This is an optimization exercise on Yosys and OpenROAD, whose aim is small area, not a production implementation. Function was checked by simulation only, so behaviour that the tests miss may differ from the original. The flow treats the clock pin as an ideal source, which a real chip does not have.

red:
==> flow/design.v <==
module mem_responder #(
    parameter int unsigned DEPTH_WORDS = 64,
    parameter logic [31:0] IO_BASE     = 32'hFFFF_FF00
) (
    input  logic        Clock,
    input  logic        Reset,
    input  logic [31:0] Address,
    input  logic        Wr,
    input  logic [31:0] DataIn,
    output logic [31:0] DataOut,
    output logic [31:0] PortOut,
    output logic        Irq,
    output logic        ErrFlag
);
    localparam int unsigned IDX_W = (DEPTH_WORDS > 1) ? $clog2(DEPTH_WORDS) : 1;
    logic [31:0]      ram [DEPTH_WORDS];
    logic [31:0]      portReg;
    logic [31:0]      countReg;
    logic [31:0]      cmpReg;
    logic             matchReg;
    logic             irqEnReg;
    logic             errReg;
    logic             aligned, inRam, inIo, accessErr;
    logic             ramOk, ioOk, ramRdOk, ioRdOk;
    logic [IDX_W-1:0] wordIdx;
    logic [DEPTH_WORDS-1:0] wordHit;
    logic [3:0]       ioHit;
    logic [31:0]      ramRd, ioRd;
    logic [31:0]      countInc;
    always_comb begin
        aligned   = (Address[1:0] == 2'b00);
        inRam     = (Address[31:IDX_W+2] == '0);
        inIo      = (Address[31:4] == IO_BASE[31:4]);
        accessErr = !aligned || !(inRam || inIo);
        ramOk     = aligned && inRam;
        ioOk      = aligned && inIo;
        ramRdOk   = ramOk && !Reset;
        ioRdOk    = ioOk && !Reset;
        wordIdx   = Address[IDX_W+1:2];
        for (int i = 0; i < 4; i++) ioHit[i] = (Address[3:2] == 2'(i));
        for (int w = 0; w < DEPTH_WORDS; w++) wordHit[w] = (wordIdx == IDX_W'(w));
    end
    logic [31:0] grpRd [DEPTH_WORDS/4];
    logic [DEPTH_WORDS/4-1:0] grpHit;
    always_comb begin
        for (int g = 0; g < DEPTH_WORDS/4; g++) begin
            grpRd[g]  = ram[4*g + int'(wordIdx[1:0])];
            grpHit[g] = (wordIdx[IDX_W-1:2] == (IDX_W-2)'(g));
        end
        ramRd = '0;
        for (int g = 0; g < DEPTH_WORDS/4; g++)
            ramRd = ramRd | ({32{grpHit[g]}} & grpRd[g]);
    end
    always_comb begin
        ioRd = ({32{ioHit[0] & ioRdOk}} & portReg)
             | ({32{ioHit[1] & ioRdOk}} & countReg)
             | ({32{ioHit[2] & ioRdOk}} & cmpReg)
             | ({32{ioHit[3] & ioRdOk}} & {30'b0, irqEnReg, matchReg});
    end
    assign countInc = countReg + 32'd1;
    always_ff @(posedge Clock) begin
        for (int w = 0; w < DEPTH_WORDS; w++)
            if (Wr && ramOk && wordHit[w]) ram[w] <= DataIn;
    end
    logic [31:0] loadVal;
    assign loadVal = DataIn & {32{!Reset}};
    always_ff @(posedge Clock) begin
        if (Reset || (Wr && ioOk && ioHit[0])) portReg <= loadVal;
        if (Reset || (Wr && ioOk && ioHit[2])) cmpReg  <= loadVal;
    end
    always_ff @(posedge Clock) begin
        DataOut <= ({32{ramRdOk}} & ramRd) | ioRd;
        if (Reset) begin
            countReg <= '0;
            matchReg <= 1'b0;
            irqEnReg <= 1'b0;
            errReg   <= 1'b0;
        end else begin
            if (Wr && ioOk && ioHit[1]) countReg <= DataIn;
            else                        countReg <= countInc;
            if (countReg == cmpReg)                           matchReg <= 1'b1;
            else if (Wr && ioOk && ioHit[3] && DataIn[0])     matchReg <= 1'b0;
            if (Wr && ioOk && ioHit[3]) irqEnReg <= DataIn[1];
            if (accessErr) errReg <= 1'b1;
        end
    end
    assign PortOut = portReg;
    assign Irq     = matchReg & irqEnReg;
    assign ErrFlag = errReg;
endmodule
==> flow/config.mk <==
export PLATFORM = sky130hd
export DESIGN_NAME = mem_responder
export DESIGN_NICKNAME = mem_responder
export VERILOG_FILES = /design/flow/design.v
export SDC_FILE = /design/flow/constraint.sdc
export NUM_CORES = 4
export LEC_CHECK = 0
export CAP_MARGIN = 20
export CORE_MARGIN = 2
export CORE_UTILIZATION = 50
export SLEW_MARGIN = 20
==> flow/constraint.sdc <==
create_clock -name core_clock -period 4.0 [get_ports {Clock}]
set_input_delay 0.8000 -clock core_clock [delete_from_list [all_inputs] [get_ports {Clock}]]
set_output_delay 0.8000 -clock core_clock [all_outputs]
set_load 0.01 [all_outputs]
standard.sh (not shown) runs the stock make flow with config.mk's settings and CLKGATE_MAP_FILE= SYNTH_SCRIPT=/design/flow/synth_recipe.tcl, a recipe that flattens the netlist after the stock synthesis.
==> flow/flow/run.sh <==
#!/bin/bash
# Standard synthesis and layout (the standard.sh) with these changes to the ORFS steps:
#  - the floorplan step only removes synthesis buffers instead of upsizing gates against
#    the unplaced netlist's timing (REMOVE_ABC_BUFFERS=1);
#  - ports buffered with buf_2 instead of the resizer's default pick (a slow delay buffer);
#  - clock tree synthesis without dummy loads and with larger sink clusters;
#  - the placement, resizing, CTS and global-route repairs may not use the largest buffers
#    or delay cells (flow/small_buffers.tcl, sourced before each of those steps).
# Each ORFS step keeps its own log under orfs/logs/; make's output goes to standard_flow.log.
set -euo pipefail
HOOK="$PWD/flow/small_buffers.tcl"
CTS="-sink_clustering_enable -repair_clock_nets -dont_use_dummy_load -buf_list {sky130_fd_sc_hd__clkbuf_16} -sink_clustering_size 25 -sink_clustering_max_diameter 110"
bash standard.sh "CTS_ARGS=$CTS" "BUFFER_PORTS_ARGS=-buffer_cell sky130_fd_sc_hd__buf_2" REMOVE_ABC_BUFFERS=1 \
  PRE_GLOBAL_PLACE_TCL=$HOOK PRE_RESIZE_TCL=$HOOK PRE_CTS_TCL=$HOOK PRE_GLOBAL_ROUTE_TCL=$HOOK \
  PRE_REPAIR_TIMING_POST_PLACE_TCL=$HOOK PRE_DETAIL_ROUTE_TCL=$HOOK PRE_FLOORPLAN_TCL=$HOOK \
  finish > standard_flow.log 2>&1
==> flow/flow/small_buffers.tcl <==
# Keep the resizer's buffering and upsizing to the smaller buffer and gate sizes.
set_dont_use {sky130_fd_sc_hd__buf_12 sky130_fd_sc_hd__buf_16 sky130_fd_sc_hd__bufbuf_16 sky130_fd_sc_hd__bufbuf_8 sky130_fd_sc_hd__bufinv_16 sky130_fd_sc_hd__bufinv_8 sky130_fd_sc_hd__inv_12 sky130_fd_sc_hd__inv_16 sky130_fd_sc_hd__clkinv_16 sky130_fd_sc_hd__clkdlybuf4s50_1 sky130_fd_sc_hd__clkdlybuf4s25_1 sky130_fd_sc_hd__clkdlybuf4s18_1 sky130_fd_sc_hd__clkdlybuf4s15_1 sky130_fd_sc_hd__clkdlybuf4s50_2 sky130_fd_sc_hd__clkdlybuf4s25_2 sky130_fd_sc_hd__clkdlybuf4s18_2 sky130_fd_sc_hd__clkdlybuf4s15_2}
red: full flow OK, the timing, design-rule and antenna checks passed
Here is what was changed in the inputs of blue compared with red.
--- a/flow/design.v
+++ b/flow/design.v
@@ -60,26 +60,24 @@
     assign countInc = countReg + 32'd1;
     always_ff @(posedge Clock) begin
         for (int w = 0; w < DEPTH_WORDS; w++)
             if (Wr && ramOk && wordHit[w]) ram[w] <= DataIn;
     end
-    logic [31:0] loadVal;
-    assign loadVal = DataIn & {32{!Reset}};
-    always_ff @(posedge Clock) begin
-        if (Reset || (Wr && ioOk && ioHit[0])) portReg <= loadVal;
-        if (Reset || (Wr && ioOk && ioHit[2])) cmpReg  <= loadVal;
-    end
     always_ff @(posedge Clock) begin
         DataOut <= ({32{ramRdOk}} & ramRd) | ioRd;
         if (Reset) begin
+            portReg  <= '0;
             countReg <= '0;
+            cmpReg   <= '0;
             matchReg <= 1'b0;
             irqEnReg <= 1'b0;
             errReg   <= 1'b0;
         end else begin
+            if (Wr && ioOk && ioHit[0]) portReg <= DataIn;
             if (Wr && ioOk && ioHit[1]) countReg <= DataIn;
             else                        countReg <= countInc;
+            if (Wr && ioOk && ioHit[2]) cmpReg <= DataIn;
             if (countReg == cmpReg)                           matchReg <= 1'b1;
             else if (Wr && ioOk && ioHit[3] && DataIn[0])     matchReg <= 1'b0;
             if (Wr && ioOk && ioHit[3]) irqEnReg <= DataIn[1];
             if (accessErr) errReg <= 1'b1;
         end
Notes after the runs:
DataOut[19]$_DFF_P_ as the capturing element of the worst setup path was reported by red, and ram[30][10]$_DFFE_PP_ by blue. Cell area after layout: lower on red. blue vs. red: maximum frequency shows an increase of 2.0%, worst path buffer plus inverter count rose by 1, layout buffer count excluding clock buffers up 9.9%, detailed-route wire length increased 1000 um, length of routed wiring on met1 grew by 0.96%.

==> separate check: timing with driven ports <==
Ports are ideal in the flow. The routed layouts listed here were re-timed in OpenROAD. Step 1, drivers: a clkbuf_16 drives Clock and a buf_2 each remaining input, both assumed. Step 2 also shifts input and output timing later by t, the mid clock arrival at the registers, as if the neighbouring blocks saw the same clock. Three values: no drivers, after step 1, after step 2; two values: the first two.
run	t (ns)	setup WS [ns]	worst register clock-pin slew, ns	worst slew at a driven data input, ns
red	0.822	0.987 / 1.017 / 0.195	0.11 / 0.11	0.15
blue	0.821	1.046 / 1.116 / 0.295	0.11 / 0.11	0.17
After both steps setup and hold are still met in every run listed. The setup slack of red, which loses most, moves by +0.030 ns with the drivers and by -0.792 ns with both steps.
